From an optimization exercise on the open Yosys and OpenROAD flow, aimed at small area and few clock cycles; shortcuts taken in it are not production practice. Only simulation tests tie the RTL to the original design; equivalence was not proved. No activity file was given, so power comes from the tool's default toggle rates.

==> flow/config.mk <==
export PLATFORM = sky130hd
export DESIGN_NAME = text_to_lcd_command_stream
export DESIGN_NICKNAME = text_to_lcd_command_stream
export VERILOG_FILES = /design/flow/design.v
export SDC_FILE = /design/flow/constraint.sdc
export NUM_CORES = 4
export LEC_CHECK = 0
export CAP_MARGIN = 20
export CORE_MARGIN = 2
export CORE_UTILIZATION = 30
export GPL_TIMING_DRIVEN = 0
export PLACE_DENSITY = 0.5
export SETUP_SLACK_MARGIN = 0.2
export SLEW_MARGIN = 20
export SYNTH_MEMORY_MAX_BITS = 16384
==> flow/constraint.sdc <==
create_clock -name core_clock -period 5.0 [get_ports {clk}]
set_input_delay 1.0000 -clock core_clock [delete_from_list [all_inputs] [get_ports {clk}]]
set_output_delay 1.0000 -clock core_clock [all_outputs]
set_load 0.01 [all_outputs]
==> flow/design.v <==
package ttlcd_pkg;
	localparam int unsigned PageCountDef = 8;
	localparam logic [7:0] LastColumn = 8'd131;
	localparam logic [7:0] WrapColumn = 8'd127;
	localparam logic [7:0] CmdPage = 8'hB0;
	localparam logic [7:0] CmdColHigh = 8'h10;
	localparam logic [7:0] CmdColLow = 8'h00;
	localparam logic [7:0] GlyphWidth = 8'd8;
	localparam logic [7:0] AlignMask = 8'hF8;
	localparam int unsigned GlyphDepth = 1024;
	localparam int unsigned GlyphAddrW = $clog2(GlyphDepth);
	localparam int unsigned ByteW = 8;
	localparam int unsigned RunBytes = 35;
	localparam int unsigned IdxW = $clog2(RunBytes);
	localparam logic [IdxW-1:0] LastIdx = IdxW'(RunBytes - 1);
	localparam logic [1:0] PosPage = 2'd0;
	localparam logic [1:0] PosColHigh = 2'd1;
	localparam logic [1:0] PosColLow = 2'd2;
	localparam logic [1:0] PosData = 2'd3;
	localparam logic [6:0] GlyphFirst = 7'd32;
	localparam int unsigned GlyphCount = 96;
	function automatic logic [39:0] font_core(input logic [6:0] idx);
		logic [39:0] row;
		case (idx)
			7'd0: row = 40'h0000000000;
			7'd1: row = 40'h00004F0000;
			7'd2: row = 40'h0000000000;
			7'd3: row = 40'h0000000000;
			7'd4: row = 40'h0000000000;
			7'd5: row = 40'h2313086462;
			7'd6: row = 40'h0000000000;
			7'd7: row = 40'h0000000000;
			7'd8: row = 40'h0000000000;
			7'd9: row = 40'h0000000000;
			7'd10: row = 40'h0000000000;
			7'd11: row = 40'h08083E0808;
			7'd12: row = 40'h0000000000;
			7'd13: row = 40'h0808080808;
			7'd14: row = 40'h6060000000;
			7'd15: row = 40'h0000000000;
			7'd16: row = 40'h3E4141413E;
			7'd17: row = 40'h44427F4040;
			7'd18: row = 40'h4261514946;
			7'd19: row = 40'h2141454B31;
			7'd20: row = 40'h1814127F10;
			7'd21: row = 40'h2745454539;
			7'd22: row = 40'h2C4A494930;
			7'd23: row = 40'h0301710907;
			7'd24: row = 40'h3649494936;
			7'd25: row = 40'h064949291E;
			7'd26: row = 40'h0036360000;
			7'd27: row = 40'h0000000000;
			7'd28: row = 40'h0000000000;
			7'd29: row = 40'h1414141414;
			7'd30: row = 40'h0000000000;
			7'd31: row = 40'h0201510906;
			7'd32: row = 40'h0000000000;
			7'd33: row = 40'h3C1211123C;
			7'd34: row = 40'h7F49494936;
			7'd35: row = 40'h3E41414122;
			7'd36: row = 40'h7F4141221C;
			7'd37: row = 40'h7F49494941;
			7'd38: row = 40'h7F09090901;
			7'd39: row = 40'h3F41494972;
			7'd40: row = 40'h7F0808087F;
			7'd41: row = 40'h00417F4100;
			7'd42: row = 40'h2040413F01;
			7'd43: row = 40'h7F08142241;
			7'd44: row = 40'h7F40404040;
			7'd45: row = 40'h7F020C027F;
			7'd46: row = 40'h7F0408027F;
			7'd47: row = 40'h3F4141413F;
			7'd48: row = 40'h7F09090906;
			7'd49: row = 40'h3F4151215E;
			7'd50: row = 40'h7F09192946;
			7'd51: row = 40'h2649494932;
			7'd52: row = 40'h01017F0101;
			7'd53: row = 40'h3F4040403F;
			7'd54: row = 40'h1F2040201F;
			7'd55: row = 40'h3F4038403F;
			7'd56: row = 40'h6314081463;
			7'd57: row = 40'h0708700807;
			7'd58: row = 40'h6151494543;
			7'd59: row = 40'h0000000000;
			7'd60: row = 40'h0000000000;
			7'd61: row = 40'h0000000000;
			7'd62: row = 40'h0000000000;
			7'd63: row = 40'h0000000000;
			7'd64: row = 40'h0000000000;
			7'd65: row = 40'h1054545478;
			7'd66: row = 40'h7F48444438;
			7'd67: row = 40'h3844444420;
			7'd68: row = 40'h384444487F;
			7'd69: row = 40'h3854545418;
			7'd70: row = 40'h087E090102;
			7'd71: row = 40'h0C5252523E;
			7'd72: row = 40'h7F08040478;
			7'd73: row = 40'h00447D4000;
			7'd74: row = 40'h2040443400;
			7'd75: row = 40'h7F10284400;
			7'd76: row = 40'h00417F4000;
			7'd77: row = 40'h7C04180478;
			7'd78: row = 40'h7C08040478;
			7'd79: row = 40'h3844444438;
			7'd80: row = 40'h7C14141408;
			7'd81: row = 40'h081414187C;
			7'd82: row = 40'h7C08040408;
			7'd83: row = 40'h4854545420;
			7'd84: row = 40'h043F444020;
			7'd85: row = 40'h3C4040207C;
			7'd86: row = 40'h1C2040201C;
			7'd87: row = 40'h3C4038403C;
			7'd88: row = 40'h4428102844;
			7'd89: row = 40'h0C5050503C;
			7'd90: row = 40'h4464544C44;
			7'd91: row = 40'h0000000000;
			7'd92: row = 40'h0000000000;
			7'd93: row = 40'h0000000000;
			7'd94: row = 40'h0000000000;
			7'd95: row = 40'h0705070000;
			default: row = 40'h0000000000;
		endcase
		font_core = row;
	endfunction
	function automatic logic [ByteW-1:0] glyph_byte(input logic [GlyphAddrW-1:0] addr);
		logic [6:0] code;
		logic [2:0] col;
		logic [39:0] row;
		logic [ByteW-1:0] res;
		code = addr[GlyphAddrW-1:3];
		col = addr[2:0];
		res = '0;
		if (code >= GlyphFirst && col >= 3'd1 && col <= 3'd5) begin
			row = font_core(7'(code - GlyphFirst));
			case (col)
				3'd1: res = row[39:32];
				3'd2: res = row[31:24];
				3'd3: res = row[23:16];
				3'd4: res = row[15:8];
				default: res = row[7:0];
			endcase
		end
		glyph_byte = res;
	endfunction
	typedef struct packed {
		logic valid;
		logic [ByteW-1:0] value;
		logic is_data;
		logic last;
		logic blank;
		logic [GlyphAddrW-1:0] rom_addr;
	} issue_t;
endpackage
module ttlcd_rom (
	input  logic [6:0] code,
	input  logic [3:0] col,
	output logic [6:0] data,
	output logic       shown
);
	logic [2:0] cc;
	logic [6:0] core;
	assign cc = col[2:0];
	assign shown = (code[6] | code[5]) & (col >= 4'd1) & (col <= 4'd5);
	assign data = core;
	logic new_n18;
	logic new_n19;
	logic new_n20;
	logic new_n21;
	logic new_n22;
	logic new_n23;
	logic new_n24;
	logic new_n25;
	logic new_n26;
	logic new_n27;
	logic new_n28;
	logic new_n29;
	logic new_n30;
	logic new_n31;
	logic new_n32;
	logic new_n33;
	logic new_n34;
	logic new_n35;
	logic new_n36;
	logic new_n37;
	logic new_n38;
	logic new_n39;
	logic new_n40;
	logic new_n41;
	logic new_n42;
	logic new_n43;
	logic new_n44;
	logic new_n45;
	logic new_n46;
	logic new_n47;
	logic new_n48;
	logic new_n49;
	logic new_n50;
	logic new_n51;
	logic new_n52;
	logic new_n53;
	logic new_n54;
	logic new_n55;
	logic new_n56;
	logic new_n57;
	logic new_n58;
	logic new_n59;
	logic new_n60;
	logic new_n61;
	logic new_n62;
	logic new_n63;
	logic new_n64;
	logic new_n65;
	logic new_n66;
	logic new_n67;
	logic new_n68;
	logic new_n69;
	logic new_n70;
	logic new_n71;
	logic new_n72;
	logic new_n73;
	logic new_n74;
	logic new_n75;
	logic new_n76;
	logic new_n77;
	logic new_n78;
	logic new_n79;
	logic new_n80;
	logic new_n81;
	logic new_n82;
	logic new_n83;
	logic new_n84;
	logic new_n85;
	logic new_n86;
	logic new_n87;
	logic new_n88;
	logic new_n89;
	logic new_n90;
	logic new_n91;
	logic new_n92;
	logic new_n93;
	logic new_n94;
	logic new_n95;
	logic new_n96;
	logic new_n97;
	logic new_n98;
	logic new_n99;
	logic new_n100;
	logic new_n101;
	logic new_n102;
	logic new_n103;
	logic new_n104;
	logic new_n105;
	logic new_n106;
	logic new_n107;
	logic new_n108;
	logic new_n109;
	logic new_n110;
	logic new_n111;
	logic new_n112;
	logic new_n113;
	logic new_n114;
	logic new_n115;
	logic new_n116;
	logic new_n117;
	logic new_n118;
	logic new_n119;
	logic new_n120;
	logic new_n121;
	logic new_n122;
	logic new_n123;
	logic new_n124;
	logic new_n125;
	logic new_n126;
	logic new_n127;
	logic new_n128;
	logic new_n129;
	logic new_n130;
	logic new_n131;
	logic new_n132;
	logic new_n133;
	logic new_n134;
	logic new_n135;
	logic new_n136;
	logic new_n137;
	logic new_n138;
	logic new_n139;
	logic new_n140;
	logic new_n141;
	logic new_n142;
	logic new_n143;
	logic new_n144;
	logic new_n145;
	logic new_n146;
	logic new_n147;
	logic new_n148;
	logic new_n149;
	logic new_n150;
	logic new_n151;
	logic new_n152;
	logic new_n153;
	logic new_n154;
	logic new_n155;
	logic new_n156;
	logic new_n157;
	logic new_n158;
	logic new_n159;
	logic new_n160;
	logic new_n161;
	logic new_n162;
	logic new_n163;
	logic new_n164;
	logic new_n165;
	logic new_n166;
	logic new_n167;
	logic new_n168;
	logic new_n169;
	logic new_n170;
	logic new_n171;
	logic new_n172;
	logic new_n173;
	logic new_n174;
	logic new_n175;
	logic new_n176;
	logic new_n177;
	logic new_n178;
	logic new_n179;
	logic new_n180;
	logic new_n181;
	logic new_n182;
	logic new_n183;
	logic new_n184;
	logic new_n185;
	logic new_n186;
	logic new_n187;
	logic new_n188;
	logic new_n189;
	logic new_n190;
	logic new_n192;
	logic new_n193;
	logic new_n194;
	logic new_n195;
	logic new_n196;
	logic new_n197;
	logic new_n198;
	logic new_n199;
	logic new_n200;
	logic new_n201;
	logic new_n202;
	logic new_n203;
	logic new_n204;
	logic new_n205;
	logic new_n206;
	logic new_n207;
	logic new_n208;
	logic new_n209;
	logic new_n210;
	logic new_n211;
	logic new_n212;
	logic new_n213;
	logic new_n214;
	logic new_n215;
	logic new_n216;
	logic new_n217;
	logic new_n218;
	logic new_n219;
	logic new_n220;
	logic new_n221;
	logic new_n222;
	logic new_n223;
	logic new_n224;
	logic new_n225;
	logic new_n226;
	logic new_n227;
	logic new_n228;
	logic new_n229;
	logic new_n230;
	logic new_n231;
	logic new_n232;
	logic new_n233;
	logic new_n234;
	logic new_n235;
	logic new_n236;
	logic new_n237;
	logic new_n238;
	logic new_n239;
	logic new_n240;
	logic new_n241;
	logic new_n242;
	logic new_n243;
	logic new_n244;
	logic new_n245;
	logic new_n246;
	logic new_n247;
	logic new_n248;
	logic new_n249;
	logic new_n250;
	logic new_n251;
	logic new_n252;
	logic new_n253;
	logic new_n254;
	logic new_n255;
	logic new_n256;
	logic new_n257;
	logic new_n258;
	logic new_n259;
	logic new_n260;
	logic new_n261;
	logic new_n262;
	logic new_n263;
	logic new_n264;
	logic new_n265;
	logic new_n266;
	logic new_n267;
	logic new_n268;
	logic new_n269;
	logic new_n270;
	logic new_n271;
	logic new_n272;
	logic new_n273;
	logic new_n274;
	logic new_n275;
	logic new_n276;
	logic new_n277;
	logic new_n278;
	logic new_n279;
	logic new_n280;
	logic new_n281;
	logic new_n282;
	logic new_n283;
	logic new_n284;
	logic new_n285;
	logic new_n286;
	logic new_n287;
	logic new_n288;
	logic new_n289;
	logic new_n290;
	logic new_n291;
	logic new_n292;
	logic new_n293;
	logic new_n294;
	logic new_n295;
	logic new_n296;
	logic new_n297;
	logic new_n298;
	logic new_n299;
	logic new_n300;
	logic new_n301;
	logic new_n302;
	logic new_n303;
	logic new_n304;
	logic new_n305;
	logic new_n306;
	logic new_n307;
	logic new_n309;
	logic new_n310;
	logic new_n311;
	logic new_n312;
	logic new_n313;
	logic new_n314;
	logic new_n315;
	logic new_n316;
	logic new_n317;
	logic new_n318;
	logic new_n319;
	logic new_n320;
	logic new_n321;
	logic new_n322;
	logic new_n323;
	logic new_n324;
	logic new_n325;
	logic new_n326;
	logic new_n327;
	logic new_n328;
	logic new_n329;
	logic new_n330;
	logic new_n331;
	logic new_n332;
	logic new_n333;
	logic new_n334;
	logic new_n335;
	logic new_n336;
	logic new_n337;
	logic new_n338;
	logic new_n339;
	logic new_n340;
	logic new_n341;
	logic new_n342;
	logic new_n343;
	logic new_n344;
	logic new_n345;
	logic new_n346;
	logic new_n347;
	logic new_n348;
	logic new_n349;
	logic new_n350;
	logic new_n351;
	logic new_n352;
	logic new_n353;
	logic new_n354;
	logic new_n356;
	logic new_n357;
	logic new_n358;
	logic new_n359;
	logic new_n360;
	logic new_n361;
	logic new_n362;
	logic new_n363;
	logic new_n364;
	logic new_n365;
	logic new_n366;
	logic new_n367;
	logic new_n368;
	logic new_n369;
	logic new_n370;
	logic new_n371;
	logic new_n372;
	logic new_n373;
	logic new_n374;
	logic new_n375;
	logic new_n376;
	logic new_n377;
	logic new_n378;
	logic new_n379;
	logic new_n380;
	logic new_n381;
	logic new_n382;
	logic new_n383;
	logic new_n384;
	logic new_n385;
	logic new_n386;
	logic new_n387;
	logic new_n388;
	logic new_n389;
	logic new_n390;
	logic new_n391;
	logic new_n392;
	logic new_n393;
	logic new_n394;
	logic new_n395;
	logic new_n396;
	logic new_n397;
	logic new_n398;
	logic new_n399;
	logic new_n400;
	logic new_n401;
	logic new_n402;
	logic new_n403;
	logic new_n404;
	logic new_n405;
	logic new_n406;
	logic new_n407;
	logic new_n408;
	logic new_n409;
	logic new_n411;
	logic new_n412;
	logic new_n413;
	logic new_n414;
	logic new_n415;
	logic new_n416;
	logic new_n417;
	logic new_n418;
	logic new_n419;
	logic new_n420;
	logic new_n421;
	logic new_n422;
	logic new_n423;
	logic new_n424;
	logic new_n425;
	logic new_n426;
	logic new_n427;
	logic new_n428;
	logic new_n429;
	logic new_n430;
	logic new_n431;
	logic new_n432;
	logic new_n433;
	logic new_n434;
	logic new_n435;
	logic new_n436;
	logic new_n437;
	logic new_n438;
	logic new_n439;
	logic new_n440;
	logic new_n441;
	logic new_n442;
	logic new_n443;
	logic new_n445;
	logic new_n446;
	logic new_n447;
	logic new_n448;
	logic new_n449;
	logic new_n450;
	logic new_n451;
	logic new_n452;
	logic new_n453;
	logic new_n454;
	logic new_n455;
	logic new_n456;
	logic new_n457;
	logic new_n458;
	logic new_n459;
	logic new_n460;
	logic new_n461;
	logic new_n462;
	logic new_n463;
	logic new_n464;
	logic new_n465;
	logic new_n466;
	logic new_n467;
	logic new_n468;
	logic new_n469;
	logic new_n470;
	logic new_n471;
	logic new_n472;
	logic new_n473;
	logic new_n475;
	logic new_n476;
	logic new_n477;
	logic new_n478;
	logic new_n479;
	logic new_n480;
	logic new_n481;
	logic new_n482;
	logic new_n483;
	logic new_n484;
	logic new_n485;
	logic new_n486;
	logic new_n487;
	logic new_n488;
	logic new_n489;
	logic new_n490;
	logic new_n491;
	logic new_n492;
	logic new_n493;
	logic new_n494;
	logic new_n495;
	logic new_n496;
	logic new_n497;
	logic new_n498;
	logic new_n499;
	logic new_n500;
	assign new_n18 = code[1] & code[0];
	assign new_n19 = ~code[1] & ~code[0];
	assign new_n20 = ~new_n18 & ~new_n19;
	assign new_n21 = ~cc[2] & cc[1];
	assign new_n22 = cc[2] & ~cc[0];
	assign new_n23 = ~new_n21 & ~new_n22;
	assign new_n24 = ~new_n20 & ~new_n23;
	assign new_n25 = ~code[5] & new_n19;
	assign new_n26 = ~new_n24 & ~new_n25;
	assign new_n27 = ~code[3] & cc[2];
	assign new_n28 = code[6] & ~code[4];
	assign new_n29 = code[2] & new_n28;
	assign new_n30 = ~new_n27 & new_n29;
	assign new_n31 = code[6] & ~code[2];
	assign new_n32 = ~code[5] & new_n31;
	assign new_n33 = code[2] & code[0];
	assign new_n34 = code[5] & code[4];
	assign new_n35 = ~code[6] & new_n34;
	assign new_n36 = new_n33 & new_n35;
	assign new_n37 = ~new_n32 & ~new_n36;
	assign new_n38 = code[1] & ~new_n37;
	assign new_n39 = code[3] & ~code[2];
	assign new_n40 = ~code[4] & ~code[1];
	assign new_n41 = ~new_n39 & new_n40;
	assign new_n42 = code[2] & cc[2];
	assign new_n43 = new_n39 & ~new_n40;
	assign new_n44 = ~new_n42 & ~new_n43;
	assign new_n45 = ~new_n41 & new_n44;
	assign new_n46 = code[4] & ~code[1];
	assign new_n47 = code[5] & new_n46;
	assign new_n48 = ~cc[0] & new_n47;
	assign new_n49 = ~code[3] & code[2];
	assign new_n50 = ~code[0] & new_n49;
	assign new_n51 = new_n48 & new_n50;
	assign new_n52 = ~new_n45 & new_n51;
	assign new_n53 = ~code[2] & new_n35;
	assign new_n54 = code[5] & ~code[4];
	assign new_n55 = new_n49 & new_n54;
	assign new_n56 = code[5] & ~code[2];
	assign new_n57 = ~code[1] & code[0];
	assign new_n58 = ~code[3] & new_n57;
	assign new_n59 = cc[0] & new_n58;
	assign new_n60 = new_n18 & new_n39;
	assign new_n61 = code[3] & ~code[1];
	assign new_n62 = new_n33 & new_n61;
	assign new_n63 = ~new_n60 & ~new_n62;
	assign new_n64 = code[6] & code[0];
	assign new_n65 = ~new_n58 & new_n64;
	assign new_n66 = new_n63 & new_n65;
	assign new_n67 = ~new_n59 & ~new_n66;
	assign new_n68 = ~new_n22 & ~new_n46;
	assign new_n69 = new_n31 & ~new_n68;
	assign new_n70 = new_n21 & ~new_n49;
	assign new_n71 = ~new_n69 & new_n70;
	assign new_n72 = ~new_n67 & new_n71;
	assign new_n73 = ~new_n39 & ~new_n49;
	assign new_n74 = new_n28 & new_n73;
	assign new_n75 = ~cc[2] & ~cc[1];
	assign new_n76 = ~cc[0] & ~new_n75;
	assign new_n77 = new_n20 & new_n76;
	assign new_n78 = new_n74 & new_n77;
	assign new_n79 = ~new_n45 & new_n78;
	assign new_n80 = code[6] & ~code[3];
	assign new_n81 = ~new_n28 & ~new_n80;
	assign new_n82 = ~new_n41 & ~new_n49;
	assign new_n83 = ~new_n81 & new_n82;
	assign new_n84 = new_n22 & ~new_n57;
	assign new_n85 = new_n83 & new_n84;
	assign new_n86 = ~new_n79 & ~new_n85;
	assign new_n87 = ~new_n72 & new_n86;
	assign new_n88 = new_n56 & ~new_n87;
	assign new_n89 = ~code[4] & ~code[2];
	assign new_n90 = new_n80 & ~new_n89;
	assign new_n91 = ~new_n56 & new_n90;
	assign new_n92 = code[3] & new_n53;
	assign new_n93 = ~new_n91 & ~new_n92;
	assign new_n94 = ~new_n75 & ~new_n93;
	assign new_n95 = cc[0] & ~new_n47;
	assign new_n96 = code[2] & ~new_n95;
	assign new_n97 = ~new_n48 & new_n96;
	assign new_n98 = ~code[5] & ~code[4];
	assign new_n99 = ~code[1] & ~cc[2];
	assign new_n100 = ~new_n98 & ~new_n99;
	assign new_n101 = ~new_n97 & new_n100;
	assign new_n102 = new_n94 & ~new_n101;
	assign new_n103 = ~new_n88 & ~new_n102;
	assign new_n104 = new_n55 & ~new_n103;
	assign new_n105 = ~new_n53 & ~new_n104;
	assign new_n106 = new_n20 & new_n45;
	assign new_n107 = ~new_n105 & new_n106;
	assign new_n108 = ~new_n52 & ~new_n107;
	assign new_n109 = cc[0] & new_n21;
	assign new_n110 = ~code[0] & new_n109;
	assign new_n111 = code[4] & code[2];
	assign new_n112 = ~code[5] & new_n75;
	assign new_n113 = ~new_n111 & ~new_n112;
	assign new_n114 = new_n80 & ~new_n113;
	assign new_n115 = new_n110 & new_n114;
	assign new_n116 = ~new_n34 & new_n75;
	assign new_n117 = cc[2] & cc[0];
	assign new_n118 = code[1] & ~new_n117;
	assign new_n119 = ~new_n116 & new_n118;
	assign new_n120 = new_n57 & new_n117;
	assign new_n121 = ~new_n98 & new_n120;
	assign new_n122 = ~new_n119 & ~new_n121;
	assign new_n123 = ~code[3] & code[0];
	assign new_n124 = ~new_n74 & ~new_n123;
	assign new_n125 = new_n31 & ~new_n124;
	assign new_n126 = ~new_n122 & new_n125;
	assign new_n127 = ~new_n115 & ~new_n126;
	assign new_n128 = code[0] & ~new_n98;
	assign new_n129 = code[6] & new_n39;
	assign new_n130 = ~new_n128 & new_n129;
	assign new_n131 = ~code[4] & ~new_n21;
	assign new_n132 = new_n20 & new_n131;
	assign new_n133 = ~new_n24 & ~new_n132;
	assign new_n134 = new_n130 & new_n133;
	assign new_n135 = new_n127 & ~new_n134;
	assign new_n136 = new_n108 & new_n135;
	assign new_n137 = ~new_n38 & new_n136;
	assign new_n138 = code[3] & ~new_n34;
	assign new_n139 = new_n109 & ~new_n138;
	assign new_n140 = new_n127 & new_n139;
	assign new_n141 = ~new_n137 & new_n140;
	assign new_n142 = ~new_n30 & ~new_n141;
	assign new_n143 = ~new_n26 & ~new_n142;
	assign new_n144 = code[4] & new_n32;
	assign new_n145 = ~new_n72 & ~new_n110;
	assign new_n146 = new_n144 & ~new_n145;
	assign new_n147 = ~new_n19 & ~new_n23;
	assign new_n148 = new_n61 & new_n147;
	assign new_n149 = code[1] & new_n27;
	assign new_n150 = ~new_n148 & ~new_n149;
	assign new_n151 = ~new_n53 & ~new_n144;
	assign new_n152 = ~new_n150 & ~new_n151;
	assign new_n153 = ~cc[0] & new_n152;
	assign new_n154 = ~new_n146 & ~new_n153;
	assign new_n155 = new_n31 & new_n148;
	assign new_n156 = new_n154 & new_n155;
	assign new_n157 = new_n136 & ~new_n156;
	assign new_n158 = code[0] & ~new_n103;
	assign new_n159 = new_n54 & new_n94;
	assign new_n160 = ~new_n23 & new_n53;
	assign new_n161 = ~new_n20 & ~new_n160;
	assign new_n162 = ~new_n159 & new_n161;
	assign new_n163 = ~code[3] & new_n35;
	assign new_n164 = new_n147 & ~new_n163;
	assign new_n165 = ~new_n19 & new_n23;
	assign new_n166 = new_n20 & ~new_n55;
	assign new_n167 = new_n30 & new_n166;
	assign new_n168 = new_n165 & ~new_n167;
	assign new_n169 = ~new_n152 & new_n168;
	assign new_n170 = ~new_n164 & ~new_n169;
	assign new_n171 = ~new_n162 & new_n170;
	assign new_n172 = ~code[0] & new_n45;
	assign new_n173 = ~new_n111 & new_n172;
	assign new_n174 = ~code[1] & new_n55;
	assign new_n175 = ~new_n173 & ~new_n174;
	assign new_n176 = cc[2] & new_n57;
	assign new_n177 = code[3] & code[1];
	assign new_n178 = ~new_n176 & ~new_n177;
	assign new_n179 = ~code[6] & code[5];
	assign new_n180 = ~new_n178 & new_n179;
	assign new_n181 = ~new_n109 & new_n180;
	assign new_n182 = ~new_n175 & new_n181;
	assign new_n183 = ~code[0] & ~new_n177;
	assign new_n184 = ~new_n60 & ~new_n183;
	assign new_n185 = new_n75 & ~new_n184;
	assign new_n186 = new_n83 & new_n185;
	assign new_n187 = ~new_n182 & ~new_n186;
	assign new_n188 = ~new_n171 & new_n187;
	assign new_n189 = ~new_n158 & new_n188;
	assign new_n190 = new_n157 & new_n189;
	assign core[6] = ~(~new_n143 & new_n190);
	assign new_n192 = ~code[1] & new_n75;
	assign new_n193 = new_n165 & ~new_n192;
	assign new_n194 = new_n108 & ~new_n193;
	assign new_n195 = new_n53 & ~new_n57;
	assign new_n196 = new_n123 & new_n195;
	assign new_n197 = new_n35 & new_n50;
	assign new_n198 = ~new_n74 & ~new_n197;
	assign new_n199 = ~new_n196 & new_n198;
	assign new_n200 = code[1] & cc[0];
	assign new_n201 = ~code[1] & ~cc[0];
	assign new_n202 = new_n21 & ~new_n201;
	assign new_n203 = ~new_n200 & new_n202;
	assign new_n204 = new_n199 & ~new_n203;
	assign new_n205 = ~new_n194 & ~new_n204;
	assign new_n206 = ~code[4] & ~new_n20;
	assign new_n207 = ~new_n61 & ~new_n118;
	assign new_n208 = new_n23 & new_n31;
	assign new_n209 = ~new_n207 & new_n208;
	assign new_n210 = new_n206 & new_n209;
	assign new_n211 = new_n80 & new_n111;
	assign new_n212 = code[3] & new_n29;
	assign new_n213 = ~new_n211 & ~new_n212;
	assign new_n214 = new_n165 & ~new_n213;
	assign new_n215 = ~new_n210 & ~new_n214;
	assign new_n216 = code[1] & ~new_n123;
	assign new_n217 = new_n117 & new_n216;
	assign new_n218 = ~code[0] & cc[2];
	assign new_n219 = ~code[1] & new_n49;
	assign new_n220 = ~new_n218 & new_n219;
	assign new_n221 = ~new_n217 & ~new_n220;
	assign new_n222 = new_n28 & ~new_n221;
	assign new_n223 = new_n215 & ~new_n222;
	assign new_n224 = new_n192 & ~new_n223;
	assign new_n225 = code[1] & ~code[0];
	assign new_n226 = new_n92 & new_n225;
	assign new_n227 = ~new_n51 & ~new_n226;
	assign new_n228 = new_n21 & ~new_n227;
	assign new_n229 = new_n20 & new_n22;
	assign new_n230 = ~code[0] & new_n34;
	assign new_n231 = new_n229 & ~new_n230;
	assign new_n232 = new_n101 & new_n231;
	assign new_n233 = ~new_n228 & ~new_n232;
	assign new_n234 = new_n94 & ~new_n233;
	assign new_n235 = new_n31 & new_n34;
	assign new_n236 = code[3] & ~code[0];
	assign new_n237 = new_n76 & new_n236;
	assign new_n238 = ~new_n229 & new_n237;
	assign new_n239 = ~new_n120 & ~new_n238;
	assign new_n240 = new_n235 & ~new_n239;
	assign new_n241 = ~new_n34 & ~new_n98;
	assign new_n242 = new_n19 & new_n241;
	assign new_n243 = ~new_n213 & new_n242;
	assign new_n244 = new_n109 & new_n243;
	assign new_n245 = new_n89 & new_n177;
	assign new_n246 = ~code[4] & ~new_n19;
	assign new_n247 = new_n49 & ~new_n246;
	assign new_n248 = ~new_n245 & ~new_n247;
	assign new_n249 = code[6] & new_n98;
	assign new_n250 = new_n22 & new_n249;
	assign new_n251 = ~new_n248 & new_n250;
	assign new_n252 = new_n18 & new_n117;
	assign new_n253 = new_n90 & new_n252;
	assign new_n254 = ~new_n251 & ~new_n253;
	assign new_n255 = ~new_n244 & new_n254;
	assign new_n256 = ~new_n240 & new_n255;
	assign new_n257 = ~new_n234 & new_n256;
	assign new_n258 = ~new_n224 & new_n257;
	assign new_n259 = code[5] & cc[0];
	assign new_n260 = ~cc[0] & new_n32;
	assign new_n261 = ~new_n259 & ~new_n260;
	assign new_n262 = ~cc[2] & ~new_n261;
	assign new_n263 = ~new_n179 & ~new_n262;
	assign new_n264 = ~new_n18 & ~new_n263;
	assign new_n265 = ~new_n165 & new_n259;
	assign new_n266 = ~new_n248 & new_n265;
	assign new_n267 = ~new_n264 & new_n266;
	assign new_n268 = code[0] & new_n23;
	assign new_n269 = new_n76 & new_n225;
	assign new_n270 = ~new_n268 & ~new_n269;
	assign new_n271 = ~new_n209 & new_n270;
	assign new_n272 = ~new_n34 & new_n270;
	assign new_n273 = ~new_n114 & ~new_n272;
	assign new_n274 = ~new_n271 & ~new_n273;
	assign new_n275 = ~new_n182 & ~new_n274;
	assign new_n276 = ~new_n267 & new_n275;
	assign new_n277 = new_n58 & new_n179;
	assign new_n278 = ~new_n249 & ~new_n277;
	assign new_n279 = code[2] & new_n75;
	assign new_n280 = ~new_n278 & new_n279;
	assign new_n281 = ~new_n34 & new_n186;
	assign new_n282 = ~new_n280 & ~new_n281;
	assign new_n283 = new_n276 & new_n282;
	assign new_n284 = new_n258 & new_n283;
	assign new_n285 = ~new_n205 & new_n284;
	assign new_n286 = ~new_n199 & new_n206;
	assign new_n287 = ~new_n199 & new_n207;
	assign new_n288 = ~code[2] & ~code[1];
	assign new_n289 = ~new_n54 & ~new_n288;
	assign new_n290 = new_n64 & ~new_n289;
	assign new_n291 = new_n203 & new_n290;
	assign new_n292 = ~new_n287 & ~new_n291;
	assign new_n293 = ~new_n286 & ~new_n292;
	assign new_n294 = ~new_n34 & new_n293;
	assign new_n295 = ~new_n157 & new_n294;
	assign new_n296 = new_n19 & new_n53;
	assign new_n297 = ~new_n186 & ~new_n296;
	assign new_n298 = new_n23 & ~new_n297;
	assign new_n299 = ~new_n180 & ~new_n200;
	assign new_n300 = ~new_n67 & ~new_n299;
	assign new_n301 = ~code[3] & ~new_n117;
	assign new_n302 = new_n69 & ~new_n301;
	assign new_n303 = ~new_n270 & new_n302;
	assign new_n304 = ~new_n300 & ~new_n303;
	assign new_n305 = ~new_n248 & ~new_n304;
	assign new_n306 = ~new_n298 & ~new_n305;
	assign new_n307 = ~new_n295 & new_n306;
	assign core[5] = ~(new_n285 & new_n307);
	assign new_n309 = ~new_n55 & ~new_n57;
	assign new_n310 = code[0] & new_n109;
	assign new_n311 = new_n171 & new_n310;
	assign new_n312 = new_n114 & new_n165;
	assign new_n313 = ~new_n303 & ~new_n312;
	assign new_n314 = ~new_n311 & new_n313;
	assign new_n315 = new_n57 & new_n314;
	assign new_n316 = ~new_n309 & ~new_n315;
	assign new_n317 = ~new_n285 & new_n316;
	assign new_n318 = ~new_n92 & ~new_n125;
	assign new_n319 = new_n120 & ~new_n318;
	assign new_n320 = new_n215 & ~new_n244;
	assign new_n321 = ~new_n319 & new_n320;
	assign new_n322 = ~new_n317 & new_n321;
	assign new_n323 = ~code[4] & ~new_n255;
	assign new_n324 = new_n180 & new_n310;
	assign new_n325 = ~new_n248 & new_n324;
	assign new_n326 = ~new_n323 & ~new_n325;
	assign new_n327 = ~new_n130 & new_n326;
	assign new_n328 = new_n310 & ~new_n327;
	assign new_n329 = new_n117 & ~new_n248;
	assign new_n330 = new_n282 & ~new_n329;
	assign new_n331 = new_n29 & ~new_n330;
	assign new_n332 = new_n36 & new_n61;
	assign new_n333 = ~new_n228 & ~new_n332;
	assign new_n334 = ~new_n331 & new_n333;
	assign new_n335 = ~new_n328 & new_n334;
	assign new_n336 = ~new_n216 & new_n235;
	assign new_n337 = ~cc[2] & ~cc[0];
	assign new_n338 = new_n57 & new_n337;
	assign new_n339 = new_n55 & new_n338;
	assign new_n340 = ~new_n336 & ~new_n339;
	assign new_n341 = new_n23 & new_n340;
	assign new_n342 = ~new_n257 & new_n341;
	assign new_n343 = ~new_n23 & ~new_n340;
	assign new_n344 = new_n257 & new_n343;
	assign new_n345 = new_n144 & new_n238;
	assign new_n346 = ~new_n293 & ~new_n345;
	assign new_n347 = ~new_n159 & ~new_n174;
	assign new_n348 = new_n64 & ~new_n347;
	assign new_n349 = new_n306 & ~new_n348;
	assign new_n350 = new_n346 & new_n349;
	assign new_n351 = ~new_n344 & new_n350;
	assign new_n352 = ~new_n342 & new_n351;
	assign new_n353 = new_n335 & new_n352;
	assign new_n354 = ~new_n141 & new_n353;
	assign core[4] = ~(new_n322 & new_n354);
	assign new_n356 = code[6] & ~new_n175;
	assign new_n357 = ~new_n240 & ~new_n356;
	assign new_n358 = new_n223 & ~core[5];
	assign new_n359 = ~new_n22 & new_n103;
	assign new_n360 = new_n55 & ~new_n359;
	assign new_n361 = ~new_n117 & new_n197;
	assign new_n362 = ~new_n360 & ~new_n361;
	assign new_n363 = ~new_n358 & ~new_n362;
	assign new_n364 = ~new_n53 & ~new_n159;
	assign new_n365 = ~new_n123 & ~new_n364;
	assign new_n366 = ~new_n38 & ~new_n144;
	assign new_n367 = ~new_n182 & new_n366;
	assign new_n368 = ~new_n365 & new_n367;
	assign new_n369 = ~new_n111 & new_n177;
	assign new_n370 = new_n23 & ~new_n369;
	assign new_n371 = ~new_n368 & new_n370;
	assign new_n372 = ~new_n79 & new_n215;
	assign new_n373 = ~code[5] & ~new_n372;
	assign new_n374 = new_n326 & ~new_n373;
	assign new_n375 = ~new_n371 & new_n374;
	assign new_n376 = new_n172 & ~new_n375;
	assign new_n377 = ~new_n36 & ~new_n115;
	assign new_n378 = ~new_n376 & new_n377;
	assign new_n379 = new_n122 & ~new_n378;
	assign new_n380 = new_n83 & new_n110;
	assign new_n381 = new_n87 & ~new_n380;
	assign new_n382 = new_n326 & new_n381;
	assign new_n383 = ~code[5] & ~new_n382;
	assign new_n384 = ~new_n19 & new_n98;
	assign new_n385 = new_n74 & new_n384;
	assign new_n386 = new_n382 & ~new_n385;
	assign new_n387 = ~new_n38 & ~new_n386;
	assign new_n388 = ~new_n383 & new_n387;
	assign new_n389 = ~new_n27 & new_n288;
	assign new_n390 = new_n23 & new_n389;
	assign new_n391 = ~new_n80 & ~new_n390;
	assign new_n392 = ~new_n134 & new_n391;
	assign new_n393 = new_n21 & new_n288;
	assign new_n394 = new_n80 & ~new_n279;
	assign new_n395 = ~new_n393 & new_n394;
	assign new_n396 = ~new_n392 & ~new_n395;
	assign new_n397 = new_n345 & ~new_n396;
	assign new_n398 = new_n34 & new_n396;
	assign new_n399 = code[6] & new_n18;
	assign new_n400 = ~new_n138 & new_n399;
	assign new_n401 = ~new_n167 & ~new_n400;
	assign new_n402 = new_n279 & ~new_n401;
	assign new_n403 = ~new_n186 & ~new_n402;
	assign new_n404 = ~new_n398 & new_n403;
	assign new_n405 = ~new_n397 & new_n404;
	assign new_n406 = new_n314 & new_n405;
	assign new_n407 = new_n335 & new_n406;
	assign new_n408 = ~new_n388 & new_n407;
	assign new_n409 = ~new_n379 & new_n408;
	assign core[2] = ~(~new_n363 & new_n409);
	assign new_n411 = ~new_n357 & ~core[2];
	assign new_n412 = ~new_n117 & ~new_n337;
	assign new_n413 = new_n384 & new_n412;
	assign new_n414 = ~new_n167 & ~new_n413;
	assign new_n415 = ~new_n228 & new_n414;
	assign new_n416 = ~new_n103 & ~new_n415;
	assign new_n417 = new_n61 & new_n160;
	assign new_n418 = ~new_n36 & ~new_n197;
	assign new_n419 = new_n84 & ~new_n418;
	assign new_n420 = ~new_n417 & ~new_n419;
	assign new_n421 = ~new_n416 & new_n420;
	assign new_n422 = ~new_n75 & ~new_n176;
	assign new_n423 = new_n235 & ~new_n422;
	assign new_n424 = ~new_n402 & ~new_n423;
	assign new_n425 = new_n306 & new_n424;
	assign new_n426 = ~code[3] & ~new_n425;
	assign new_n427 = ~new_n20 & new_n21;
	assign new_n428 = new_n197 & ~new_n427;
	assign new_n429 = new_n45 & new_n428;
	assign new_n430 = ~new_n241 & new_n303;
	assign new_n431 = ~new_n429 & ~new_n430;
	assign new_n432 = new_n154 & new_n431;
	assign new_n433 = ~new_n63 & ~new_n263;
	assign new_n434 = ~new_n65 & ~new_n277;
	assign new_n435 = ~code[1] & new_n109;
	assign new_n436 = ~new_n434 & new_n435;
	assign new_n437 = ~new_n433 & ~new_n436;
	assign new_n438 = ~code[4] & ~new_n437;
	assign new_n439 = ~new_n331 & ~new_n438;
	assign new_n440 = new_n432 & new_n439;
	assign new_n441 = ~new_n426 & new_n440;
	assign new_n442 = new_n421 & new_n441;
	assign new_n443 = new_n322 & new_n442;
	assign core[3] = ~(~new_n411 & new_n443);
	assign new_n445 = code[1] & new_n55;
	assign new_n446 = ~code[5] & code[4];
	assign new_n447 = new_n117 & new_n446;
	assign new_n448 = ~new_n445 & ~new_n447;
	assign new_n449 = core[6] & ~new_n448;
	assign new_n450 = ~new_n258 & new_n379;
	assign new_n451 = new_n72 & new_n259;
	assign new_n452 = ~new_n339 & ~new_n402;
	assign new_n453 = ~new_n451 & new_n452;
	assign new_n454 = new_n81 & ~new_n453;
	assign new_n455 = new_n282 & ~new_n454;
	assign new_n456 = ~new_n450 & new_n455;
	assign new_n457 = cc[2] & new_n53;
	assign new_n458 = code[1] & new_n457;
	assign new_n459 = new_n136 & ~new_n458;
	assign new_n460 = ~code[1] & ~new_n457;
	assign new_n461 = ~new_n136 & ~new_n460;
	assign new_n462 = ~new_n32 & ~new_n159;
	assign new_n463 = ~new_n337 & ~new_n462;
	assign new_n464 = ~new_n163 & ~new_n463;
	assign new_n465 = ~new_n23 & ~new_n464;
	assign new_n466 = ~new_n461 & new_n465;
	assign new_n467 = ~new_n459 & new_n466;
	assign new_n468 = new_n197 & new_n203;
	assign new_n469 = ~new_n197 & new_n228;
	assign new_n470 = ~new_n468 & ~new_n469;
	assign new_n471 = new_n375 & new_n470;
	assign new_n472 = ~new_n467 & new_n471;
	assign new_n473 = new_n456 & new_n472;
	assign core[1] = ~(~new_n449 & new_n473);
	assign new_n475 = code[5] & ~new_n295;
	assign new_n476 = new_n80 & new_n82;
	assign new_n477 = ~new_n23 & new_n28;
	assign new_n478 = ~new_n67 & new_n477;
	assign new_n479 = ~new_n476 & ~new_n478;
	assign new_n480 = new_n223 & new_n479;
	assign new_n481 = ~new_n371 & ~new_n480;
	assign new_n482 = ~new_n475 & new_n481;
	assign new_n483 = new_n225 & ~new_n337;
	assign new_n484 = ~new_n195 & ~new_n483;
	assign new_n485 = new_n465 & ~new_n484;
	assign new_n486 = ~new_n29 & ~new_n69;
	assign new_n487 = ~new_n276 & ~new_n486;
	assign new_n488 = new_n144 & new_n396;
	assign new_n489 = code[2] & new_n427;
	assign new_n490 = code[3] & ~new_n489;
	assign new_n491 = code[0] & ~new_n80;
	assign new_n492 = new_n34 & ~new_n288;
	assign new_n493 = new_n491 & new_n492;
	assign new_n494 = ~new_n243 & ~new_n493;
	assign new_n495 = ~new_n490 & ~new_n494;
	assign new_n496 = ~new_n488 & ~new_n495;
	assign new_n497 = new_n421 & new_n496;
	assign new_n498 = ~new_n487 & new_n497;
	assign new_n499 = ~new_n485 & new_n498;
	assign new_n500 = new_n456 & new_n499;
	assign core[0] = ~(~new_n482 & new_n500);
endmodule
module text_to_lcd_command_stream #(
	parameter int unsigned PAGE_COUNT = ttlcd_pkg::PageCountDef
) (
	input  logic       clk,
	input  logic       arst_n,
	input  logic       in_valid,
	output logic       in_ready,
	input  logic [7:0] char_code,
	output logic       out_valid,
	input  logic       out_ready,
	output logic [7:0] out_byte,
	output logic       is_data,
	output logic       last
);
	localparam int unsigned PageW = (PAGE_COUNT > 1) ? $clog2(PAGE_COUNT) : 1;
	localparam logic [PageW-1:0] PageMax = PageW'(PAGE_COUNT - 1);
	logic [3:0]       grp_q;
	logic [1:0]       pos_q;
	logic [6:0]       code_q;    
	logic [3:0]       cell_q;    
	logic [PageW-1:0] page_q;
	logic       idle;
	logic       last_byte;
	logic       take;
	logic       step;
	logic [7:0] col_cur;
	logic [7:0] mirrored;
	logic [6:0] glyph;
	logic [6:0] glyph_q;
	logic       shown;
	assign idle = grp_q[3] & (pos_q == 2'd3);
	assign last_byte = grp_q[3] & (pos_q == 2'd2);
	assign in_ready = idle | (last_byte & out_ready);
	assign take = in_valid & in_ready;
	assign step = out_ready & ~idle;
	always_ff @(posedge clk or negedge arst_n) begin
		if (!arst_n) begin
			grp_q <= 4'd8;
			pos_q <= 2'd3;
			cell_q <= '0;
			page_q <= '0;
		end else begin
			if (take) begin
				grp_q <= '0;
				pos_q <= '0;
			end else if (step) begin
				{grp_q, pos_q} <= {grp_q, pos_q} + 6'd1;
			end
			if (step & last_byte) begin
				{page_q, cell_q} <= {page_q, cell_q} + 7'd1;
			end
		end
	end
	always_ff @(posedge clk) begin
		if (in_ready) begin
			code_q <= {char_code[6:5] & ~{2{char_code[7]}}, char_code[4:0]};
		end
	end
	assign col_cur = {1'b0, cell_q, 3'b000} + {4'b0, grp_q};
	assign mirrored = ttlcd_pkg::LastColumn - col_cur;
	ttlcd_rom u_font (
		.code(code_q),
		.col (grp_q),
		.data(glyph),
		.shown(shown)
	);
	always_ff @(posedge clk) begin
		glyph_q <= glyph;
	end
	assign out_valid = ~idle;
	assign is_data = (pos_q == 2'd3);
	assign last = last_byte;
	always_comb begin
		case (pos_q)
			2'd0: out_byte = ttlcd_pkg::CmdPage + 8'(page_q);
			2'd1: out_byte = ttlcd_pkg::CmdColHigh + {4'b0, mirrored[7:4]};
			2'd2: out_byte = ttlcd_pkg::CmdColLow + {4'b0, mirrored[3:0]};
			default: out_byte = {1'b0, shown ? glyph_q : 7'd0};
		endcase
	end
endmodule
==> flow/flow/run.sh <==
#!/bin/bash
# Layout flow: the standard layout (standard.sh) with these changes to how it is made:
#  - synthesis: ABC maps the combinational logic with flow/abc_area_map.script (choices,
#    then area-oriented mapping) in place of ORFS's abc_area.script, and Yosys's half/full
#    adder extraction is skipped (ADDER_MAP_FILE empty) so ABC optimises those gates with
#    the rest. Registers are mapped by dfflibmap before either step, exactly as in the
#    standard synthesis, and synth_recipe.tcl's flatten and renaming are kept as they are;
#  - every input and output port still gets its own buffer, a sky130_fd_sc_hd__buf_1
#    (BUFFER_PORTS_ARGS) instead of the larger cell buffer_ports picks by default.
# Each tool's output goes to ORFS's logs under orfs/logs/; make's own output to
# make_finish.log here.
set -euo pipefail
W=$(pwd)
sed -e 's#log_cmd abc {\*}$abc_args#log_cmd abc {*}[lreplace $abc_args 1 1 '"$W"'/flow/abc_area_map.script]#' \
	"$FLOW_HOME/scripts/synth.tcl" > "$W/synth_area.tcl"
grep -q 'abc_area_map.script' "$W/synth_area.tcl"
sed -e "s#\$::env(SCRIPTS_DIR)/synth.tcl#$W/synth_area.tcl#" "$W/synth_recipe.tcl" > "$W/synth_wrap.tcl"
grep -q 'synth_area.tcl' "$W/synth_wrap.tcl"
bash "$W/standard.sh" SYNTH_SCRIPT="$W/synth_wrap.tcl" ADDER_MAP_FILE= \
	BUFFER_PORTS_ARGS="-buffer_cell sky130_fd_sc_hd__buf_1" finish > "$W/make_finish.log" 2>&1
==> flow/flow/abc_area_map.script <==
strash
 &get -n
 &dch -f
 &nf -D 3000 -R 1000
 &put
 topo
 stime -c
==> flow/standard.sh <==
#!/bin/bash
# synth_recipe.tcl (not shown) runs the flow's synth.tcl, then flattens the netlist and writes it again
# the make line also repeats each setting of config.mk as NAME=value (left out here)
make -C /OpenROAD-flow-scripts/flow DESIGN_CONFIG=/design/flow/config.mk WORK_HOME=/design/flow/orfs CLKGATE_MAP_FILE= SYNTH_SCRIPT=/design/flow/synth_recipe.tcl "${@:-finish}"
==> run notes, run 1 <==
Startpoint types: flip-flop
Top cells by area, synth: dfrtp_1, nor2_1, nand2_1, edfxtp_1, a21oi_1
Register area share after synthesis: 0.247
# setup viols final: 0
Die height: 99.8 microns
Fillers: 975
IO Pins: 24
Pins Over Slew Limit: 0
Starting Density: 0.313
Post-synth top flop: dfrtp_1
Grt ovf: 0
Reg-to-Reg Start: code_q[3]
Drc violations: 0
Async SR Flop Fraction: 0.481
Wirelength per Cell: 23.7 microns
Power Total: 1.67 mW
Clk Latency, worst-skew pair: 270 ps
Initial antenna violation count: 0
Max Root-Sink Buffers: 2
Pin count of the biggest net entering global routing: 27
R2R cell count: 18
Drt pass-1 iters: 6
Synth area leader: dfrtp_1
Syn Nets: 417
Power Density: 522 nW/um^2
Crit path max-delay family: simple AND/OR/NAND/NOR gates
Sink Count: 27
Hold_buf cts: 0
Diode count: 0
Number of global-route vias before repair: 3564
Final GP Congestion: 1.05
FF+latch area: 679 sq um
Hold Crit Endpoint: page_q[2]
Port bufs: 23
Worst EP arrival: 5030 ps
Setup TNS: 0 ps
Final net count: 466
Post-synth EDFFs: 7
Row cnt: 34
Mapped Area: 2760 sq um
Leak: 1.14 nW
Clock root buffer: clkbuf_8
Worst Max-Slew Pin Slew: 1050 ps
Synth cell types: 53
Reg clk slew, reported paths: 90 ps
Global-route wire length before repair: 20000 microns
Flop2flop setup slack: 160 ps
Startpoint of the worst hold path: page_q[2]
Placed instance count: 536
Worst path bufs/invs: 1
Worst slack, placed: -325 ps
CTS H-tree depth: 1
Die area: 9970 sq um
RSZ-0062 raised after global routing: false
Via/cell ratio: 6.84
Ys Warns: 1
Yosys reg bits: 27
CP max stage cell: or4_1
Max_slew headroom: 0.294
Fmax: 206 MHz
CTS buffer count: 3
Crit path from: code_q[3]
Layout cells sized above 1: 0.0662
Via count: 3838
Worst-path fanout max: 6
CTS tree: done
Final worst-path setup slack: 156 ps
Critical Path End Type: flip-flop
Critical R2R Capture: glyph_q[3]
Finished Layout Cells: 561
Post-Route WL: 13300 microns
Synth top area share: 0.0908
Outcome: complete, no violations
VDD IR-drop max: 0.245 mV
Max Cap Viol: 0
Mean post-synth cell area: 6.80 sq um
CP required: 5180 ps
Syn Inst Count: 405
Horiz. Die Dim: 99.8 microns
Final Hold Viols: 0
Area of the multi-input gates: 2050 sq um
Core area: 8810 sq um
HP Class: flip-flop to flip-flop
CP Cell Sequence: clkinv_1 -> nor2_2 -> or3_1 -> nand3_1 -> nand4_1 -> o311ai_0 -> a32o_1 -> a21oi_1 -> nor3_1 -> a41oi_1 -> nand3b_1 -> a31oi_1 -> or3_1 -> nand3_1 -> nor2_1 -> a21oi_1 -> or4_1 -> o211ai_1
Min cycle time layout: 4840 ps
Hold depth: 1
Clock skew: 6.92 ps
Initial DRC count: 627
GR Util All Layers: 0.259
Crit Path Category: flip-flop to flip-flop
Final worst-path cycle share: 0.969
Routed Antenna Nets: 0
Area Growth Syn to Fin: 16.1%
Slowest Stage Delay on Critical Path: 600 ps
DPL Wire Length: 9240 microns
==> cells by family (layout without fill, tap and decap cells) <==
logic type	count (synthesis)	count (layout)	synth area share
buffers and inverters	9	57	0.0123
xor gates and xnor gates	14	14	0.0445
AOI/OAI and AO/OA	135	135	0.318
and+or+nand+nor	218	218	0.370
muxes	2	2	0.00817
DFF	27	27	0.247
==> where the power goes <==
group          internal (mW)  leakage [nW]  switching [mW]  total, mW
Clock                 0.0565        0.0217          0.0662      0.123
Combinational          0.349         0.836           0.764       1.11
Sequential             0.308         0.281           0.124      0.433
==> layout make-up <==
class	instances	area share
clock buffer	3	0.0129
clock inverter	1	0.00235
inverter	9	0.0106
multi-input combinational	369	0.641
sequential	27	0.212
tap	108	0.0423
timing repair buffer	44	0.0786
==> synthesized netlist by cell type, types with 4 or more instances <==
cell and n:
nor2_1 64, nand2_1 58, a21oi_1 41, o21ai_0 27, nand3_1 23, nor3_1 17
nor2b_1 12, dfrtp_1 10, xnor2_1 10, clkinv_1 9, a31oi_1 8, and2_0 7
dfxtp_1 7, edfxtp_1 7, nor4_1 7, o22ai_1 6, and3_1 5, nand2b_1 5
nand4_1 5, or3_1 5, a211oi_1 4, a21o_1 4, or2_0 4, xor2_1 4
==> repair_timing <==
item / CTS / global route
endpoints found under the setup margin: 3 / 3
cloned: 0 / 0
pin swaps: 0 / 0
resized for setup: 2 / 0
buffers inserted: 7 / 14
==> through the flow <==
step	hold slack, ps	instance area, sq um	util
2_1_floorplan	445	2760	-
3_3_place_gp	476	2980	0.338
3_5_place_dp	474	2980	0.338
4_1_cts	487	3090	0.351
5_1_grt	545	3200	0.363
6_report	486	3200	0.363
==> metal layers <==
metal | wire, microns | part of all wire | track usage
met4 | 805 | 0.061 | 0.136
met5 | 0 | 0 | 0
met2 | 5380 | 0.40 | 0.371
met3 | 1820 | 0.14 | 0.0669
met1 | 5280 | 0.40 | 0.356
==> worst max-delay path by stage <==
| stage | depth (start not counted) | to | slack (ps) |
|---|---|---|---|
| 2_1_floorplan | 16 | glyph_q[3] | 1120 |
| 3_3_place_gp | 18 | glyph_q[3] | -520 |
| 3_5_place_dp | 18 | glyph_q[3] | -330 |
| 4_1_cts | 17 | glyph_q[3] | 250 |
| 5_1_grt | 17 | glyph_q[3] | 210 |
| 6_report | 18 | glyph_q[3] | 160 |
==> registers in the layout, summed over array words and instances (netlist names) <==
name and count:
cell_q 4, code_q 7, glyph_q 7, grp_q 4
page_q 3, pos_q 2
==> placed cells by master, fill, tap and decap left out, types with 4 or more instances in the layout <==
cell type | netlist | layout
a21o_1 | 4 | 4
xnor2_1 | 10 | 10
edfxtp_1 | 7 | 7
and2_0 | 7 | 7
buf_4 | 0 | 19
nand2b_1 | 5 | 5
o21ai_0 | 27 | 27
dfxtp_1 | 7 | 7
clkinv_1 | 9 | 9
nand3_1 | 23 | 23
a21oi_1 | 41 | 41
a31oi_1 | 8 | 8
nand4_1 | 5 | 5
nand2_1 | 58 | 58
or3_1 | 5 | 5
buf_1 | 0 | 23
nor4_1 | 7 | 7
nor2b_1 | 12 | 12
nor3_1 | 17 | 16
dfrtp_1 | 10 | 10
nor2_1 | 64 | 63
a211oi_1 | 4 | 4
and3_1 | 5 | 5
or2_0 | 4 | 4
o22ai_1 | 6 | 6
xor2_1 | 4 | 4
Testbench counts, summed over its fixed seeds: cycles 84,008.
==> run 2, diff against run 1 <==
==> flow/flow/abc_area_map.script (replaced) <==
strash
 dc2
 &get -n
 &dch -f
 &nf -D 3000 -R 1000
 &put
 topo
 stime -c
==> run notes, run 2 <==
Outcome: complete, no violations
Ys Warns: 1 (unchanged)
Syn Inst Count: 421 (+4.0%)
Core area: 9200 sq um (+4.4%)
Seq pwr share: 0.259 (about the same)
Clock share of power: 0.066 (-0.008)
Finished Layout Cells: 578 (+3.0%)
Clk Latency, worst-skew pair: 270 ps (about the same)
Final Core Density: 0.353 (-0.0102)
Commonest non-fill, non-tap cell in the layout: nor2_1
Worst-path fanout max: 13 (+7)
CP max stage cell: edfxtp_1
Grt ovf: 0 (unchanged)
Async SR Flop Fraction: 0.481 (unchanged)
Max Cap Viol: 0 (unchanged)
Synth area leader: nor2_1
Met3 usage: 0.0430 (-0.0239)
Crit Path Category: flip-flop to flip-flop
CTS tree: done
Post-Route WL: 13400 microns (+1.3%)
Routed Antenna Nets: 0 (unchanged)
WP depth: 17 (-1)
Final Hold Viols: 0 (unchanged)
Row cnt: 35 (+2.9%)
Cell mode on critical path: nand2_1
Global-route wire length before repair: 20100 microns (+0.20%)
Startpoint of the worst hold path: page_q[2]
Max_slew headroom: 0.447 (+0.154)
Syn Nets: 433 (+3.8%)
Reg clk slew, reported paths: 90 ps (about the same)
IO Pins: 24 (unchanged)
Final worst-path cycle share: 0.915 (-0.0534)
Port bufs: 23 (unchanged)
Critical R2R Capture: glyph_q[3]
Starting Density: 0.306 (-0.00648)
Placed instance count: 556 (+3.7%)
GR Util All Layers: 0.258 (about the same)
R2R cell count: 17 (-1)
GR Util met1: 0.363 (+0.00706)
Power Density: 571 nW/um^2 (+9.6%)
Clock root buffer: clkbuf_8
Critical Path End Type: flip-flop
RSZ-0062 raised after global routing: false
Drc violations: 0 (unchanged)
Leak: 1.19 nW (+4.7%)
P_sw: 1.07 mW (+12%)
Area Growth Syn to Fin: 15.2%
Hold_buf cts: 0 (unchanged)
Drt pass-1 iters: 5 (-1)
Top flop regs: code_q x7, glyph_q x7
CP Cell Sequence: nand2_1 -> nor2_1 -> nand2_1 -> clkinv_1 -> o21ai_0 -> o22ai_1 -> nand2_1 -> a211oi_1 -> a31o_1 -> nor3_1 -> o31a_1 -> or3_1 -> nand3_1 -> o21ai_0 -> nand2_1 -> a21oi_1 -> or4_1
Fmax: 218 MHz (+5.8%)
Crit path max-delay family: simple AND/OR/NAND/NOR gates
Hold depth: 1 (unchanged)
Initial DRC count: 413 (-34%)
Mapped Area: 2820 sq um (+2.3%)
Met2 GRT Util: 0.385 (+0.0140)
GRT busiest layer: met2
HP Class: flip-flop to flip-flop
Via/cell ratio: 6.49 (-5.1%)
Worst slack, placed: 122 ps (+447 ps)
Reg-to-Reg Start: code_q[4]
Pins Over Slew Limit: 0 (unchanged)
CTS H-tree depth: 1 (unchanged)
Startpoint types: flip-flop
DPL Wire Length: 9680 microns (+4.7%)
Pin count of the biggest net entering global routing: 28 (+3.7%)
Switch share: 0.578 (+0.00621)
Comb power frac: 0.675 (+0.008)
CTS buffer count: 3 (unchanged)
Mean post-synth cell area: 6.69 sq um (-1.6%)
Sink Count: 27 (unchanged)
Min cycle time layout: 4580 ps (-267 ps)
Most frequent cells in the layout: nor2_1, nand2_1, o21ai_0
Flop2flop setup slack: 420 ps (+270 ps)
Most instantiated cells after synthesis: nor2_1, nand2_1, o21ai_0, a21oi_1, nor3_1
Clock skew: 5.71 ps (-1.21 ps)
Die height: 101 microns (+1.1%)
Worst EP arrival: 4730 ps (-300 ps)
Initial antenna violation count: 0 (unchanged)
Final GP Congestion: 0.999 (-4.6%)
Power Total: 1.85 mW (+11%)
Slowest Stage Delay on Critical Path: 680 ps (+80 ps)
Horiz. Die Dim: 101 microns (+1.1%)
Layout cells sized above 1: 0.0622 (-0.00399)
Hold Crit Endpoint: page_q[2]
# setup viols final: 0 (unchanged)
Yosys reg bits: 27 (unchanged)
Worst path bufs/invs: 1 (unchanged)
Final net count: 479 (+2.8%)
Internal power: 782 uW (+9.6%)
Synth top area share: 0.0959 (+0.00509)
Register area share after synthesis: 0.241 (-0.00548)
Max Root-Sink Buffers: 2 (unchanged)
Wirelength per Cell: 23.3 microns (-1.7%)
Top-count cell post-synth: nor2_1
Final worst-path setup slack: 423 ps (+267 ps)
Via count: 3751 (-2.3%)
VDD IR-drop max: 0.226 mV (-7.7%)
Synth cell types: 55 (+3.8%)
Die area: 10200 sq um (+2.2%)
Top cells by area, synth: nor2_1, dfrtp_1, nand2_1, edfxtp_1, o21ai_0
Post-synth top flop: dfrtp_1
Number of global-route vias before repair: 3466 (-2.7%)
Worst Max-Slew Pin Slew: 820 ps (-231 ps)
Hold_ws: 484 ps (-2.10 ps)
Post-synth EDFFs: 7 (unchanged)
CP required: 5150 ps (-30 ps)
[run 2: cell count changes after synthesis, moves of 6 or more]
cell      previous run  this run
o21ai_0             27        38
a21oi_1             41        33
nand3_1             23        15
nor2_1              64        72
nand2b_1             5        12
nor3_1              17        23
[run 2: worst register-to-register path, cell delays in order, from the launching register on]
cell and delay [ps]:
edfxtp_1 680, nand2_1 420, nor2_1 350, nand2_1 100, clkinv_1 130, o21ai_0 190
o22ai_1 390, nand2_1 140, a211oi_1 290, a31o_1 180, nor3_1 110, o31a_1 170
or3_1 400, nand3_1 130, o21ai_0 90, nand2_1 110, a21oi_1 40, or4_1 530
[run 2: through the flow]
step | area, sq um | setup TNS [ps]
6_report | 3250 | 0
5_1_grt | 3240 | 0
4_1_cts | 3110 | 0
3_5_place_dp | 3050 | 0
3_3_place_gp | 3040 | -132
2_1_floorplan | 2820 | 0
[run 2: power groups by stage]
stage / logic [mW] / registers (mW) / clock network, mW
final: 1.25 / 0.480 / 0.122
after global routing: 1.34 / 0.495 / 0.137
after CTS: 1.12 / 0.510 / 0.128
after detailed placement: 1.10 / 0.521 / 0
after global placement: 1.14 / 0.525 / 0
after floorplan: 0.762 / 0.437 / 0
[run 2: cell type report]
type	instances	area [sq um]
fillers	1027	5950
well taps	111	139
flip-flops and latches	27	682
inverters	9	37.5
multi-input cells	385	2110
clock buffers	4	45.0
diodes	1	2.50
repair buffers	41	230
[run 2: repair_timing]
action,4_1_cts,5_1_grt
gates resized for setup,1,4
hold endpoints to repair,0,0
setup buffers,1,16
endpoints found under the setup margin,1,5
[run 2: how the worst max path moves through the flow]
stage                      end       from  slack, ps
floorplan           glyph_q[3]  code_q[3]       1350
global placement    glyph_q[3]  code_q[3]       -130
detailed placement  glyph_q[3]  code_q[3]        120
CTS                 glyph_q[3]  code_q[3]        240
global route        glyph_q[3]  code_q[4]        230
finish              glyph_q[3]  code_q[4]        420
[run 2: per-layer routing]
| layer | wire (microns) | up-vias |
|---|---|---|
| met1 | 5580 | 1757 |
| met4 | 809 | 0 |
| met5 | 0 | - |
| met2 | 5700 | 253 |
| met3 | 1350 | 71 |
| li1 | - | 1670 |
[run 2: cells by family (layout without fill, tap and decap cells)]
kind of cell | after synthesis | in the layout | share of synthesized area
xor+xnor | 13 | 13 | 0.0404
mux | 3 | 3 | 0.0115
compound gates | 132 | 132 | 0.297
other cells | 0 | 1 | 0
flops | 27 | 27 | 0.241
simple gates | 237 | 237 | 0.398
buf+inv | 9 | 54 | 0.0120
==> run 3, diff against run 2 <==
==> flow/flow/abc_area_map.script (replaced) <==
strash
 dch -f
 amap
 topo
 stime -c
==> run notes, run 3 <==
Outcome: complete, no violations
Startpoint types: flip-flop
CP required: 5150 ps (about the same)
Mapped Area: 2730 sq um (-3.0%)
Design Area, Final: 3260 sq um (+0.39%)
Drc violations: 0 (unchanged)
Worst path bufs/invs: 3 (+2)
Global-route wire length before repair: 21800 microns (+8.5%)
Register area share after synthesis: 0.249 (+0.00739)
Synth top area share: 0.151 (+0.0551)
Worst-path fanout max: 10 (-3)
Fmax: 211 MHz (-3.5%)
Yosys reg bits: 27 (unchanged)
Die height: 99.5 microns (-1.4%)
Area of the multi-input gates: 1940 sq um (-7.9%)
Pin count of the biggest net entering global routing: 16 (-43%)
Seq pwr share: 0.221 (-0.038)
Max Root-Sink Buffers: 2 (unchanged)
Worst EP arrival: 4890 ps (+160 ps)
Power Total: 1.97 mW (+6.1%)
Flop2flop setup slack: 260 ps (-160 ps)
Worst Max-Slew Pin Slew: 950 ps (+130 ps)
CTS tree: done
CTS H-tree depth: 1 (unchanged)
Async SR Flop Fraction: 0.481 (unchanged)
Clock skew: 5.20 ps (-0.509 ps)
Synth cell types: 48 (-13%)
Ys Warns: 1 (unchanged)
WP depth: 18 (+1)
Placed instance count: 566 (+1.8%)
Starting Density: 0.312 (+0.00557)
Clock share of power: 0.063 (-0.003)
Number of global-route vias before repair: 3656 (+5.5%)
DPL Wire Length: 11100 microns (+15%)
IO Pins: 24 (unchanged)
Sink Count: 27 (unchanged)
RSZ-0062 raised after global routing: false
Hold_ws: 527 ps (+43.3 ps)
Min cycle time layout: 4740 ps (+164 ps)
Initial antenna violation count: 0 (unchanged)
Cell mode on critical path: nor2_1
Comb power frac: 0.715 (+0.040)
Drt pass-1 iters: 5 (unchanged)
Post-synth EDFFs: 7 (unchanged)
Final Core Density: 0.372 (+0.0189)
Placed Area: 2970 sq um (-2.7%)
Switch share: 0.594 (+0.0159)
Top flop regs: code_q x7, glyph_q x7
Via/cell ratio: 6.52 (+0.45%)
Pins Over Slew Limit: 0 (unchanged)
Initial DRC count: 433 (+4.8%)
Finished Layout Cells: 586 (+1.4%)
Port bufs: 23 (unchanged)
Synth area leader: nor2_1
Area Growth Syn to Fin: 19.2%
Diode count: 0 (-1)
FF+latch area: 682 sq um (unchanged)
Layout cells sized above 1: 0.117 (+0.0549)
Clk Latency, worst-skew pair: 280 ps (about the same)
Via count: 3820 (+1.8%)
Max Cap Viol: 0 (unchanged)
Syn Inst Count: 434 (+3.1%)
Mean post-synth cell area: 6.30 sq um (-5.9%)
Wirelength per Cell: 24.7 microns (+6.3%)
Die area: 9890 sq um (-2.9%)
Top-count cell post-synth: nor2_1
Critical Path End Type: flip-flop
Routed Antenna Nets: 0 (unchanged)
Clock root buffer: clkbuf_8
GR Util All Layers: 0.292 (+0.0334)
Internal power: 798 uW (+2.1%)
CTS buffer count: 3 (unchanged)
Slowest Stage Delay on Critical Path: 560 ps (-120 ps)
Reg clk slew, reported paths: 90 ps (about the same)
HP Class: flip-flop to flip-flop
Final GP Congestion: 1.06 (+6.0%)
Leak: 1.12 nW (-5.8%)
Syn Nets: 446 (+3.0%)
R2R cell count: 18 (+1)
Most frequent cells in the layout: nor2_1, clkinv_1, nand2_1
Most instantiated cells after synthesis: nor2_1, clkinv_1, nand2_1, o21ai_0, a21oi_1
Grt ovf: 0 (unchanged)
VDD IR-drop max: 0.334 mV (+48%)
Core area: 8760 sq um (-4.7%)
Post-Route WL: 14500 microns (+7.7%)
P_sw: 1.17 mW (+9.0%)
# setup viols final: 0 (unchanged)
CP max stage cell: or4_1
Commonest non-fill, non-tap cell in the layout: nor2_1
Fillers: 987 (-3.9%)
Crit Path Category: flip-flop to flip-flop
Final worst-path cycle share: 0.948 (+0.0328)
Post-synth top flop: dfrtp_1
Horiz. Die Dim: 99.5 microns (-1.4%)
CP Cell Sequence: buf_4 -> buf_4 -> nor2_2 -> nor2_2 -> clkinv_1 -> nor4_1 -> or3_1 -> a32oi_4 -> nor2_1 -> nor2_1 -> o32ai_1 -> nor2_1 -> a21oi_1 -> or4b_1 -> o221a_1 -> or4_1 -> nor4b_2 -> o21ai_1
Final Hold Viols: 0 (unchanged)
Row cnt: 34 (-2.9%)
Power Density: 604 nW/um^2 (+5.7%)
Hold depth: 1 (unchanged)
Top cells by area, synth: nor2_1, dfrtp_1, clkinv_1, edfxtp_1, o21ai_0
Max_slew headroom: 0.358 (-0.0890)
Crit path max-delay family: simple AND/OR/NAND/NOR gates
Final net count: 491 (+2.5%)
-- run 3: area by class of cell --
cell class | instances | area share
clock buffer | 4 | 0.0138
inverter | 59 | 0.0726
multi-input combinational | 348 | 0.596
sequential | 27 | 0.209
tap | 108 | 0.0415
timing repair buffer | 40 | 0.0668
-- run 3: cells by family after synthesis --
family | synth area share
flops | 0.249
simple gates | 0.335
buf+inv | 0.0810
compound gates | 0.335
-- run 3: final timing paths --
check                               start         end
worst max-delay path            code_q[0]  glyph_q[3]
min in group asynchronous          arst_n   cell_q[2]
max in group asynchronous          arst_n    grp_q[0]
worst max register to register  code_q[0]  glyph_q[3]
worst min-delay path            page_q[1]   page_q[1]
worst min register to register  page_q[1]   page_q[1]
-- run 3: layer usage --
layer	GRT usage	wire [microns]
met5	0	0
met4	0.114	760
met3	0.0914	1900
met2	0.432	5910
met1	0.396	5920
-- run 3: metrics by stage --
step                worst slack, ps  setup TNS, ps
floorplan                       727              0
global placement              -1500          -8350
detailed placement             -964          -4110
CTS                             186              0
global route                    187              0
finish                          259              0
-- run 3: power groups by stage --
stage	sequential, mW	combinational (mW)	clock (mW)
6_report	0.435	1.41	0.125
5_1_grt	0.447	1.49	0.139
4_1_cts	0.432	1.30	0.129
3_5_place_dp	0.457	1.21	0
3_3_place_gp	0.460	1.26	0
2_1_floorplan	0.404	0.810	0
-- run 3: what timing repair did --
| action | 4_1_cts | 5_1_grt |
|---|---|---|
| resized for setup | 23 | 16 |
| endpoints found under the setup margin | 7 | 6 |
| buffers inserted | 9 | 7 |
| hold buffers | 0 | 0 |
| pin swaps | 0 | 2 |

## what the ideal ports hide
Ports are ideal in the flow. The routed layouts listed here were re-timed in OpenROAD.
Step 1 assumes that a clkbuf_16 drives the clock port and a buf_2 every other input.
Step 2 times the ports against the registers' clock, not the clock port: input delays grow and output delays shrink by t, the midpoint of the rising clock arrivals with the driver on.
a / b / c = ideal ports / drivers / drivers and shift; a / b = the first two.
run | shift t [ns] | setup slack, ns | worst hold slack (ns) | slew at the worst register clock pin (ns)
run 1 | 0.293 | 0.156 / 0.156 / 0.156 | 0.486 / 0.486 / 0.486 | 0.09 / 0.09
run 2 | 0.292 | 0.423 / 0.423 / 0.423 | 0.484 / 0.484 / 0.484 | 0.09 / 0.09
run 3 | 0.303 | 0.259 / 0.259 / 0.259 | 0.527 / 0.527 / 0.527 | 0.09 / 0.09
After both steps setup and hold are still met in every run listed.
